What follows belongs to an exercise in optimizing a design on an open flow for small area and a short achievable clock period; a production flow would make more cautious choices.
Where RTL was checked, it was by simulation tests only, not by an equivalence proof against the original.
Function not checked in run 2: the RTL went through the layout flow alone.
No driver is modelled on the clock port, so clocking that relies on it looks cheaper here than on a real chip.

==> flow/design.v, too long to show whole: its modules and the start of the top module <==
// module mac_top: 1697 lines
module mac_top #(
   parameter int A_WIDTH = 18,
   parameter int B_WIDTH = 18,
   parameter int P_WIDTH = 48
) (
   input  logic                      clk,
   input  logic                      rst_n,
   input  logic signed [A_WIDTH-1:0] data_a,
   input  logic signed [B_WIDTH-1:0] data_b,
   input  mac_pkg::mac_op_e          op,
   input  logic                      activate_mac,
   output logic signed [P_WIDTH-1:0] data_p,
   output logic                      p_valid
);
  // ...
==> flow/flow/run.sh <==
#!/bin/bash
# The standard layout, with these changes in how it is made:
# - Yosys's synth runs without its early ABC pass (-noabc), so the full
#   adders it extracts keep their polarity (no inverters between them);
# - the port buffers are the smallest buffer (buf_1) instead of the
#   default clkdlybuf4s50_1; every port is still buffered;
# - after CTS, flow/pq_clock_delay.tcl puts delay chains in front of the
#   result register's clock (useful skew for the register-to-register
#   multiply-add paths);
# - only the setup repair after global routing, the first that sees that
#   skew, is given a setup margin (flow/grt_margin.tcl).
export SYNTH_ARGS="-noabc"
export BUFFER_PORTS_ARGS="-buffer_cell sky130_fd_sc_hd__buf_1"
export POST_CTS_TCL="$PWD/flow/pq_clock_delay.tcl"
export PQ_DLY_CELLS="sky130_fd_sc_hd__clkdlybuf4s50_1 sky130_fd_sc_hd__clkdlybuf4s50_1 sky130_fd_sc_hd__clkdlybuf4s50_1"
export PQ_SKIP_BITS=8
export PQ_BUF_CELL=sky130_fd_sc_hd__clkbuf_8
export PRE_GLOBAL_ROUTE_TCL="$PWD/flow/grt_margin.tcl"
bash standard.sh > standard.log 2>&1
==> flow/flow/grt_margin.tcl <==
# Pre-global-route hook: the setup repair after global routing aims at
# 5.35 ns of slack. It is the first repair that sees the
# result register's delayed clock, so it is the only one given a margin.
set ::env(SETUP_SLACK_MARGIN) 5.35
==> flow/flow/pq_clock_delay.tcl <==
# Post-CTS hook: the result register p_q gets its clock through a short
# delay chain below each clock-tree leaf that drives it, so its clock
# arrives later than the operand registers'. This is useful skew for the
# operand -> result paths (the long multiply-add paths); the result
# register's own feedback path sees about the same delay at both ends.
# The low bits (below PQ_SKIP_BITS) keep the undelayed clock.
# The later repair steps (global route) see and repair the new timing.
set block [ord::get_db_block]
set db [ord::get_db]
set chain {}
foreach c $::env(PQ_DLY_CELLS) { lappend chain [$db findMaster $c] }
lappend chain [$db findMaster $::env(PQ_BUF_CELL)]
set groups [dict create]
set n 0
foreach inst [$block getInsts] {
  if {[regexp {^p_q\\?\[([0-9]+)} [$inst getName]] && [string match sky130_fd_sc_hd__df* [[$inst getMaster] getName]]} {
    incr n
    regexp {^p_q\\?\[([0-9]+)} [$inst getName] -> bit
    # the low result bits have short paths and ample setup slack: no delay
    if {$bit < $::env(PQ_SKIP_BITS)} { continue }
    set net [[$inst findITerm CLK] getNet]
    dict lappend groups [$net getName] $inst
  }
}
if {$n != 48} { error "pq_clock_delay: expected 48 result flops, found $n" }
set g 0
dict for {netname flops} $groups {
  set net [$block findNet $netname]
  set sx 0; set sy 0
  foreach f $flops {
    set bb [$f getBBox]
    set sx [expr {$sx + [$bb xMin]}]; set sy [expr {$sy + [$bb yMin]}]
  }
  set cx [expr {int($sx / [llength $flops])}]
  set cy [expr {int($sy / [llength $flops])}]
  set prev $net
  set k 0
  foreach m $chain {
    set inst [odb::dbInst_create $block $m "pq_clkdly_${g}_$k"]
    set out [odb::dbNet_create $block "pq_clk_${g}_$k"]
    $out setSigType CLOCK
    [$inst findITerm A] connect $prev
    [$inst findITerm X] connect $out
    $inst setLocation $cx $cy
    $inst setPlacementStatus PLACED
    set prev $out
    incr k
  }
  foreach f $flops {
    set it [$f findITerm CLK]
    $it disconnect
    $it connect $prev
  }
  puts "pq_clock_delay: group $g under $netname: [llength $flops] flops"
  incr g
}
global_connect
detailed_placement
check_placement -verbose
estimate_parasitics -placement
report_clock_skew
==> flow/standard.sh <==
#!/bin/bash
# synth_recipe.tcl (not shown) runs the flow's synth.tcl, then flattens the netlist and writes it again
# the make line also repeats each setting of config.mk as NAME=value (left out here)
make -C /OpenROAD-flow-scripts/flow DESIGN_CONFIG=/design/flow/config.mk WORK_HOME=/design/flow/orfs CLKGATE_MAP_FILE= SYNTH_SCRIPT=/design/flow/synth_recipe.tcl "${@:-finish}"
==> flow/config.mk <==
export PLATFORM = sky130hd
export DESIGN_NAME = mac_top
export DESIGN_NICKNAME = mac_top
export VERILOG_FILES = /design/flow/design.v
export SDC_FILE = /design/flow/constraint.sdc
export NUM_CORES = 4
export LEC_CHECK = 0
export ABC_AREA = 1
export CAP_MARGIN = 20
export CORE_MARGIN = 2
export CORE_UTILIZATION = 40
export CTS_BUF_LIST = sky130_fd_sc_hd__clkbuf_4 sky130_fd_sc_hd__clkbuf_8
export HOLD_SLACK_MARGIN = 0.05
export SLEW_MARGIN = 20
==> flow/constraint.sdc <==
create_clock -name core_clock -period 10.0 [get_ports {clk}]
set_input_delay 2.0000 -clock core_clock [delete_from_list [all_inputs] [get_ports {clk}]]
set_output_delay 2.0000 -clock core_clock [all_outputs]
set_load 0.01 [all_outputs]
==> results.py, run 1 <==
metrics = {
    "synthesis": {
        "compound_gate_fraction_of_synth_area": 0.119,
        "postSynth.topFlopCell": "sky130_fd_sc_hd__dfrtp_1",
        "synth_top_area_frac": 0.266,
        "yosys-mux-area-fraction": 0,
    },
    "clock_tree": {
        "tritoncts": "done",
    },
    "outcome": {
        "layout.failed_checks": "negative hold slack",
        "status": "complete, but fails checks",
    },
    "timing": {
        "period_needed_ns": 4.55,
        "finalCritPeriodShare": 0.455,
        "slew-limit-headroom": 0.336,
        "timing.setup.tns_ns": 0,
        "timing.final.hold_violations": 2,
        "worst_hold_slack_ns": -0.0428,
    },
    "worst_setup_path": {
        "critPathMaxStageDelay_ns": 0.38,
        "rr_startpoint": "p_q[15]$_DFF_PN0_",
        "crit_path_cell_trace": "clkbuf_2",
        "critical_path_depth": 1,
        "timing.critical_path.arrival_ns": 2.55,
    },
    "placement": {
        "dp_worst_setup_slack_ns": 3.88,
    },
    "global_routing": {
        "grt_start_max_net_pins": 70,
        "first_global_vias": 9506,
    },
    "cells_and_area": {
        "non_clock_inverter_count": 191,
        "fin_nets": 1642,
        "layout_commonest_cell": "sky130_fd_sc_hd__xor2_1",
        "top_area_cell_class": "multi-input gates",
        "nFillCells": 2813,
    },
    "route": {
        "detailedRoute.firstIterationViolations": 633,
        "drt_drc_violations_left": 0,
    },
    "worst_hold_path": {
        "worst_hold_path.endpoint": "p_q[10]$_DFF_PN0_",
    },
}
==> inputs of run 2 (changes only) <==
--- a/flow/design.v
+++ b/flow/design.v
@@ -808,56 +808,56 @@
    assign s174 = pp2 ^ pg[1] ^ c173;
    assign c175 = (pp2 & pg[1]) | (pp2 & c173) | (pg[1] & c173);
    assign s176 = neg_q[1] ^ pp3 ^ pp20;
    assign c177 = (neg_q[1] & pp3) | (neg_q[1] & pp20) | (pp3 & pp20);
    assign s178 = pg[2] ^ s176 ^ c175;
    assign c179 = (pg[2] & s176) | (pg[2] & c175) | (s176 & c175);
    assign s180 = pp4 ^ pp21 ^ c177;
    assign c181 = (pp4 & pp21) | (pp4 & c177) | (pp21 & c177);
-   assign s182 = pg[3] ^ s180;
-   assign c183 = pg[3] & s180;
+   assign s182 = pg[3] ^ s180 ^ c179;
+   assign c183 = (pg[3] & s180) | (pg[3] & c179) | (s180 & c179);
    assign s184 = neg_q[2] ^ pp5 ^ pp22;
    assign c185 = (neg_q[2] & pp5) | (neg_q[2] & pp22) | (pp5 & pp22);
    assign s186 = pp39 ^ pg[4] ^ s184;
    assign c187 = (pp39 & pg[4]) | (pp39 & s184) | (pg[4] & s184);
-   assign s188 = c181 ^ s186 ^ c183;
-   assign c189 = (c181 & s186) | (c181 & c183) | (s186 & c183);
+   assign s188 = c181 ^ s186;
+   assign c189 = c181 & s186;
    assign s190 = pp6 ^ pp23 ^ pp40;
    assign c191 = (pp6 & pp23) | (pp6 & pp40) | (pp23 & pp40);
    assign s192 = c185 ^ pg[5] ^ s190;
    assign c193 = (c185 & pg[5]) | (c185 & s190) | (pg[5] & s190);
    assign s194 = c187 ^ s192 ^ c189;
    assign c195 = (c187 & s192) | (c187 & c189) | (s192 & c189);
    assign s196 = neg_q[3] ^ pp7 ^ pp24;
    assign c197 = (neg_q[3] & pp7) | (neg_q[3] & pp24) | (pp7 & pp24);
    assign s198 = pp41 ^ pp58 ^ c191;
    assign c199 = (pp41 & pp58) | (pp41 & c191) | (pp58 & c191);
    assign s200 = pg[6] ^ s196 ^ c193;
    assign c201 = (pg[6] & s196) | (pg[6] & c193) | (s196 & c193);
-   assign s202 = s198 ^ s200;
-   assign c203 = s198 & s200;
+   assign s202 = s198 ^ s200 ^ c195;
+   assign c203 = (s198 & s200) | (s198 & c195) | (s200 & c195);
    assign s204 = pp8 ^ pp25 ^ pp42;
    assign c205 = (pp8 & pp25) | (pp8 & pp42) | (pp25 & pp42);
    assign s206 = pp59 ^ c197 ^ pg[7];
    assign c207 = (pp59 & c197) | (pp59 & pg[7]) | (c197 & pg[7]);
    assign s208 = s204 ^ c199 ^ s206;
    assign c209 = (s204 & c199) | (s204 & s206) | (c199 & s206);
-   assign s210 = c201 ^ s208 ^ c203;
-   assign c211 = (c201 & s208) | (c201 & c203) | (s208 & c203);
+   assign s210 = c201 ^ s208;
+   assign c211 = c201 & s208;
    assign s212 = neg_q[4] ^ pp9 ^ pp26;
    assign c213 = (neg_q[4] & pp9) | (neg_q[4] & pp26) | (pp9 & pp26);
    assign s214 = pp43 ^ pp60 ^ pp77;
    assign c215 = (pp43 & pp60) | (pp43 & pp77) | (pp60 & pp77);
    assign s216 = c205 ^ pg[8] ^ s212;
    assign c217 = (c205 & pg[8]) | (c205 & s212) | (pg[8] & s212);
    assign s218 = s214 ^ c207 ^ s216;
    assign c219 = (s214 & c207) | (s214 & s216) | (c207 & s216);
-   assign s220 = c209 ^ s218;
-   assign c221 = c209 & s218;
+   assign s220 = c209 ^ s218 ^ c211;
+   assign c221 = (c209 & s218) | (c209 & c211) | (s218 & c211);
    assign s222 = pp10 ^ pp27 ^ pp44;
    assign c223 = (pp10 & pp27) | (pp10 & pp44) | (pp27 & pp44);
    assign s224 = pp61 ^ pp78 ^ c213;
    assign c225 = (pp61 & pp78) | (pp61 & c213) | (pp78 & c213);
    assign s226 = c215 ^ pg[9] ^ s222;
    assign c227 = (c215 & pg[9]) | (c215 & s222) | (pg[9] & s222);
    assign s228 = c217 ^ s224 ^ s226;
    assign c229 = (c217 & s224) | (c217 & s226) | (s224 & s226);
@@ -868,18 +868,18 @@
    assign s234 = pp45 ^ pp62 ^ pp79;
    assign c235 = (pp45 & pp62) | (pp45 & pp79) | (pp62 & pp79);
    assign s236 = pp96 ^ c223 ^ pg[10];
    assign c237 = (pp96 & c223) | (pp96 & pg[10]) | (c223 & pg[10]);
    assign s238 = s232 ^ s234 ^ c225;
    assign c239 = (s232 & s234) | (s232 & c225) | (s234 & c225);
    assign s240 = c227 ^ s236 ^ s238;
    assign c241 = (c227 & s236) | (c227 & s238) | (s236 & s238);
-   assign s242 = c229 ^ c231;
-   assign c243 = c229 & c231;
+   assign s242 = c229 ^ c231 ^ s240;
+   assign c243 = (c229 & c231) | (c229 & s240) | (c231 & s240);
    assign s244 = pp12 ^ pp29 ^ pp46;
    assign c245 = (pp12 & pp29) | (pp12 & pp46) | (pp29 & pp46);
    assign s246 = pp63 ^ pp80 ^ pp97;
    assign c247 = (pp63 & pp80) | (pp63 & pp97) | (pp80 & pp97);
    assign s248 = c233 ^ c235 ^ pg[11];
    assign c249 = (c233 & c235) | (c233 & pg[11]) | (c235 & pg[11]);
    assign s250 = s244 ^ s246 ^ c237;
    assign c251 = (s244 & s246) | (s244 & c237) | (s246 & c237);
@@ -1144,56 +1144,56 @@
    assign s510 = c501 ^ pg[30] ^ s508;
    assign c511 = (c501 & pg[30]) | (c501 & s508) | (pg[30] & s508);
    assign s512 = c503 ^ s510 ^ c505;
    assign c513 = (c503 & s510) | (c503 & c505) | (s510 & c505);
    assign s514 = 1'b1 ^ pp151 ^ pp168;
    assign c515 = (1'b1 & pp151) | (1'b1 & pp168) | (pp151 & pp168);
    assign s516 = c509 ^ pg[31] ^ s514;
    assign c517 = (c509 & pg[31]) | (c509 & s514) | (pg[31] & s514);
-   assign s518 = c511 ^ s516;
-   assign c519 = c511 & s516;
+   assign s518 = c511 ^ s516 ^ c513;
+   assign c519 = (c511 & s516) | (c511 & c513) | (s516 & c513);
    assign s520 = pp152 ^ pp169 ^ c515;
    assign c521 = (pp152 & pp169) | (pp152 & c515) | (pp169 & c515);
    assign s522 = pg[32] ^ c517 ^ s520;
    assign c523 = (pg[32] & c517) | (pg[32] & s520) | (c517 & s520);
    assign s524 = 1'b1 ^ pp170 ^ pg[33];
    assign c525 = (1'b1 & pp170) | (1'b1 & pg[33]) | (pp170 & pg[33]);
    assign s526 = c521 ^ s524 ^ c523;
    assign c527 = (c521 & s524) | (c521 & c523) | (s524 & c523);
    assign s528 = pp171 ^ pg[34] ^ c525;
    assign c529 = (pp171 & pg[34]) | (pp171 & c525) | (pg[34] & c525);
    assign s530 = 1'b1 ^ pg[35] ^ c529;
    assign c531 = (1'b1 & pg[35]) | (1'b1 & c529) | (pg[35] & c529);
-   assign s532 = 1'b1 ^ pg[36];
-   assign c533 = 1'b1 & pg[36];
-   assign s534 = 1'b1 ^ pg[37] ^ c533;
-   assign c535 = (1'b1 & pg[37]) | (1'b1 & c533) | (pg[37] & c533);
+   assign s532 = 1'b1 ^ pg[36] ^ c531;
+   assign c533 = (1'b1 & pg[36]) | (1'b1 & c531) | (pg[36] & c531);
+   assign s534 = 1'b1 ^ pg[37];
+   assign c535 = 1'b1 & pg[37];
    assign s536 = 1'b1 ^ pg[38] ^ c535;
    assign c537 = (1'b1 & pg[38]) | (1'b1 & c535) | (pg[38] & c535);
    assign s538 = 1'b1 ^ pg[39] ^ c537;
    assign c539 = (1'b1 & pg[39]) | (1'b1 & c537) | (pg[39] & c537);
-   assign s540 = 1'b1 ^ pg[40];
-   assign c541 = 1'b1 & pg[40];
+   assign s540 = 1'b1 ^ pg[40] ^ c539;
+   assign c541 = (1'b1 & pg[40]) | (1'b1 & c539) | (pg[40] & c539);
    assign s542 = 1'b1 ^ pg[41] ^ c541;
    assign c543 = (1'b1 & pg[41]) | (1'b1 & c541) | (pg[41] & c541);
-   assign s544 = 1'b1 ^ pg[42] ^ c543;
-   assign c545 = (1'b1 & pg[42]) | (1'b1 & c543) | (pg[42] & c543);
+   assign s544 = 1'b1 ^ pg[42];
+   assign c545 = 1'b1 & pg[42];
    assign s546 = 1'b1 ^ pg[43] ^ c545;
    assign c547 = (1'b1 & pg[43]) | (1'b1 & c545) | (pg[43] & c545);
-   assign s548 = 1'b1 ^ pg[44];
-   assign c549 = 1'b1 & pg[44];
+   assign s548 = 1'b1 ^ pg[44] ^ c547;
+   assign c549 = (1'b1 & pg[44]) | (1'b1 & c547) | (pg[44] & c547);
    assign s550 = 1'b1 ^ pg[45] ^ c549;
    assign c551 = (1'b1 & pg[45]) | (1'b1 & c549) | (pg[45] & c549);
    assign s552 = 1'b1 ^ pg[46] ^ c551;
    assign c553 = (1'b1 & pg[46]) | (1'b1 & c551) | (pg[46] & c551);
-   assign s554 = 1'b1 ^ pg[47] ^ c553;
-   assign c555 = (1'b1 & pg[47]) | (1'b1 & c553) | (pg[47] & c553);
-   assign rx = {s554, s552, s550, c547, s546, s544, s542, c539, s538, s536, s534, c531, s530, c527, s526, c519, c513, c507, c499, c491, c481, c471, c459, c447, c433, c419, c403, c387, c369, c351, c333, s330, c299, c283, c269, c255, c243, s240, c221, c211, s210, c195, s194, s188, c179, s178, s174, s172};
-   assign ry = {1'b0, 1'b0, 1'b0, s548, 1'b0, 1'b0, 1'b0, s540, 1'b0, 1'b0, 1'b0, s532, 1'b0, s528, 1'b0, s522, s518, s512, s506, s498, s490, s480, s470, s458, s446, s432, s418, s402, s386, s368, s350, s332, s314, s298, s282, s268, s254, s242, s230, s220, 1'b0, s202, 1'b0, 1'b0, s182, 1'b0, 1'b0, 1'b0};
+   assign s554 = 1'b1 ^ pg[47];
+   assign c555 = 1'b1 & pg[47];
+   assign rx = {c553, s552, s550, s548, s546, c543, s542, s540, s538, s536, c533, s532, s530, c527, s526, c519, s518, c507, c499, c491, c481, c471, c459, c447, c433, c419, c403, c387, c369, c351, c333, s330, c299, c283, c269, c255, c243, s242, c221, s220, c203, s202, s194, c183, s182, s178, s174, s172};
+   assign ry = {s554, 1'b0, 1'b0, 1'b0, 1'b0, s544, 1'b0, 1'b0, 1'b0, 1'b0, s534, 1'b0, 1'b0, s528, 1'b0, s522, 1'b0, s512, s506, s498, s490, s480, s470, s458, s446, s432, s418, s402, s386, s368, s350, s332, s314, s298, s282, s268, s254, 1'b0, s230, 1'b0, s210, 1'b0, 1'b0, s188, 1'b0, 1'b0, 1'b0, 1'b0};
    logic [47:0] g0, p0;
    assign g0 = rx & ry;
    assign p0 = rx ^ ry;
    logic gg1;
    assign gg1 = g0[1] | (p0[1] & g0[0]);
    logic kp1;
    assign kp1 = p0[1] & p0[0];
    logic gg2;
--- a/flow/config.mk
+++ b/flow/config.mk
@@ -5,10 +5,10 @@
 export SDC_FILE = /design/flow/constraint.sdc
 export NUM_CORES = 4
 export LEC_CHECK = 0
 export ABC_AREA = 1
 export CAP_MARGIN = 20
 export CORE_MARGIN = 2
 export CORE_UTILIZATION = 40
 export CTS_BUF_LIST = sky130_fd_sc_hd__clkbuf_4 sky130_fd_sc_hd__clkbuf_8
-export HOLD_SLACK_MARGIN = 0.05
+export HOLD_SLACK_MARGIN = 0.1
 export SLEW_MARGIN = 20
==> run 2 against run 1 <==
Effect of this change: the layout still fails its checks (negative hold slack); cell count decreased by 1.0%; via count is 1.0% lower; routed wire length about the same; hold slack gained 0.020 ns; critical path type unchanged.
==> results.py, run 2 <==
metrics = {
    "placement": {
        "hpwl_um": 21700,
        "io_buffer_count": 89,
        "dp_worst_setup_slack_ns": 3.91,
        "gpl.final_weighted_congestion": 0.895,
    },
    "route": {
        "routed_via_density": 5.18,
        "postRouteWirelength_um": 29700,
        "drt_drc_violations_left": 0,
        "route.antenna.remaining_nets": 0,
        "dr.pass1.iters": 5,
        "wl_per_cell_um": 17.0,
        "detailedRoute.firstIterationViolations": 550,
        "route.vias.total": 9053,
    },
    "timing": {
        "worst_hold_slack_ns": -0.0231,
        "fin_skew_ns": 1.66,
        "tightest_slew_ns": 0.986,
        "grt_setup_unrepaired": "yes",
        "timing.final.hold_violations": 2,
        "finalCritPeriodShare": 0.458,
        "final-setup-viol-count": 0,
        "timing.setup.tns_ns": 0,
        "layout_setup_ws_ns": 5.42,
        "period_needed_ns": 4.58,
        "drv_slew": 0,
        "max_clock_freq_mhz": 219,
        "slew-limit-headroom": 0.342,
    },
    "die": {
        "std_cell_rows": 62,
        "floorplan.initialDensity": 0.404,
        "die_area_sq_um": 30200,
        "design.portCount": 90,
        "die_span_in_y_um": 174,
        "die_w_um": 174,
        "core_sq_um": 28500,
    },
    "global_routing": {
        "grt_remaining_overflow": 0,
        "grt_start_max_net_pins": 70,
        "first_global_vias": 9361,
        "grt_antenna_before_repair": 0,
        "grt_pass1_wl_um": 48000,
        "grt_util_all_layers": 0.201,
    },
    "cells_and_area": {
        "antenna_diodes": 0,
        "fin_nets": 1622,
        "multi_input_comb_area_sq_um": 8310,
        "seqCellArea_sq_um": 2290,
        "area_growth_pct": 11.9,
        "nFillCells": 2847,
        "post_route_cells_drive_above_1_share": 0.0595,
        "largest_registers": "p_q x48, a_q x18",
        "largest_register_ff_count": 48,
        "layout_commonest_cell": "sky130_fd_sc_hd__xor2_1",
        "largest_register": "p_q",
        "postLayoutCoreUtil": 0.452,
        "most_used_cells_in_the_layout_excluding_fill_and_tap_cells": "197 x sky130_fd_sc_hd__xor2_1, 164 x sky130_fd_sc_hd__nand2_1, 155 x sky130_fd_sc_hd__fa_1, 153 x sky130_fd_sc_hd__o22ai_1, 138 x sky130_fd_sc_hd__inv_1",
    },
    "flow_run": {
        "drv.max_cap_violation_count": 0,
    },
    "clock_tree": {
        "clk_latency_ns": 2.04,
        "cts.sinks": 97,
        "clkSlewWorstSetupHoldPaths_ns": 0.10,
        "tritoncts": "done",
    },
    "worst_setup_path": {
        "crit_required_ns": 8.00,
        "critPathKind": "register to output pin",
        "critPathMaxStageDelay_ns": 0.40,
        "worstSetupEndpointType": "output pin",
        "cell_with_the_biggest_individual_delay_on_the_critical_path": "sky130_fd_sc_hd__dfrtp_1",
        "timing.critical_path.arrival_ns": 2.58,
        "timing.critical_path.max_delay_family": "flip-flops",
        "maximum_net_fanout_on_the_critical_path": 2,
        "critical_path.n_buffers_inverters": 1,
        "crit_path_cell_trace": "buf_1",
        "worstSetupStartpointType": "register",
    },
    "synthesis": {
        "synth_top_area_frac": 0.271,
        "synth-seq-area-share": 0.199,
        "synth_nets": 1524,
        "synth_top_area_cell": "sky130_fd_sc_hd__fa_1",
        "synth.avg_cell_area_sq_um": 9.15,
        "mappedNetlistArea_sq_um": 11500,
        "synth.lib_cells_used.distinct": 34,
        "synth-edff-count": 0,
        "synthesis.instances": 1259,
        "yosys_warnings": 1,
        "postSynthRegisterBits": 97,
        "ys_top_cells_by_area": "sky130_fd_sc_hd__fa_1 27%, sky130_fd_sc_hd__dfrtp_1 15%, sky130_fd_sc_hd__xor2_1 15%",
        "postSynth.topFlopCell": "sky130_fd_sc_hd__dfrtp_1",
        "synth_cell_count_leaders": "197 x sky130_fd_sc_hd__xor2_1, 164 x sky130_fd_sc_hd__nand2_1, 156 x sky130_fd_sc_hd__fa_1, 153 x sky130_fd_sc_hd__o22ai_1, 138 x sky130_fd_sc_hd__inv_1",
        "async_reset_ff_frac": 0.711,
        "synth.most_common_cell": "sky130_fd_sc_hd__xor2_1",
    },
    "outcome": {
        "status": "complete, but fails checks",
        "layout.failed_checks": "negative hold slack",
    },
    "worst_hold_path": {
        "hold_path_class": "register to register",
    },
}
## run 2: cell count changes in the layout (fill, tap and decap cells not counted), moves of 4 or more
cell / previous run / this run
sky130_fd_sc_hd__nand2_1: 188 / 164
sky130_fd_sc_hd__nand3_1: 29 / 39
sky130_fd_sc_hd__dlygate4sd3_1: 14 / 23
sky130_fd_sc_hd__inv_1: 146 / 138
sky130_fd_sc_hd__fa_1: 150 / 155
sky130_fd_sc_hd__a21oi_2: 1 / 5
sky130_fd_sc_hd__buf_1: 84 / 80
sky130_fd_sc_hd__ha_1: 71 / 67
sky130_fd_sc_hd__nor2_1: 49 / 45
## run 2: worst register-to-register path, delay by kind of cell, from the launching register on
kind / cells / cell delay (ns)
AND/OR/NAND/NOR: 8 / 0.68
XOR/XNOR: 1 / 0.15
adder cells (fa/ha/maj): 7 / 2.92
buffers and inverters: 2 / 0.12
flip-flops: 1 / 0.37
## run 2: path summary, 6_finish.rpt
kind / start / to / slack (ns) / cells past startpoint
setup / recovery: p_q[40]$_DFF_PN0_ / data_p[40] / 5.42 / 1
hold / removal: kp_q$_DFF_P_ / p_q[11]$_DFF_PN0_ / -0.02 / 7
setup reg to reg: p_q[15]$_DFF_PN0_ / p_q[33]$_DFF_PN0_ / 5.58 / 18
hold reg to reg: kp_q$_DFF_P_ / p_q[11]$_DFF_PN0_ / -0.02 / 7
max in group asynchronous: rst_n / act_q$_DFF_PN0_ / 7.50 / 2
min in group asynchronous: rst_n / p_q[8]$_DFF_PN0_ / 0.22 / 2
## run 2: kinds of logic after synthesis
group / synth area share
and+or+nand+nor: 0.106
buffers and inverters: 0.0821
DFF: 0.199
AOI/OAI and AO/OA: 0.114
xor gates and xnor gates: 0.154
adders and majority gates: 0.345
## run 2: cell type report, clock buffers not listed
type,count,share of cell area
Inverter,183,0.0533
Multi-Input combinational cell,918,0.644
Tap cell,384,0.0373
Clock inverter,7,0.00505
Timing Repair Buffer,124,0.0526
Buffer,24,0.0204
Sequential cell,97,0.178
## run 2: per-stage QoR
step | area (sq um) | hold slack [ns] | cells
3_5_place_dp | 12100 | 0.337 | 1679
2_1_floorplan | 11500 | 0.331 | 1259
6_report | 12900 | -0.0231 | 1746
3_3_place_gp | 12100 | 0.333 | 1679
5_1_grt | 12900 | 0.107 | 1746
## run 2: per-layer routing
layer  vias to the layer above  global-route usage  routed length (um)
met3                        51              0.0412                1680
met2                       268               0.338               14700
li1                       4261                   -                   -
met1                      4473               0.253               12500
met4                         0              0.0802                 863
met5                         -                   0                   0

[re-timing with driven ports]
How much do the figures lean on ideal ports? The routed layouts below were timed once more, with nothing changed but the port constraints.
Step 1 (the two cells are an assumption about what drives the block):
set clk [get_ports {clk}]
set_driving_cell -lib_cell sky130_fd_sc_hd__clkbuf_16 $clk
set_driving_cell -lib_cell sky130_fd_sc_hd__buf_2 [delete_from_list [all_inputs] $clk]
Step 2, shift: input delay + t, output delay - t, t = (earliest + latest rising clock arrival at the registers) / 2. This alone moves slack from input paths to output paths.
Slacks: no drivers / after step 1 / after step 2; pairs: no drivers / after step 1.
run	t, ns	setup slack, ns	hold slack, ns	clock arrival spread, ns	worst data-port slew with drivers (ns)	cell pins on the clock port's net
run 1	1.244	5.449 / 5.405 / 5.546	-0.043 / -0.043 / -0.043	1.664 / 1.665	0.07	1
run 2	1.258	5.425 / 5.378 / 5.584	-0.023 / -0.023 / -0.023	1.663 / 1.662	0.05	1
In run 1 and run 2 the clock reaches the registers at very different times; t lies between them, and the last value is a rough guide only.
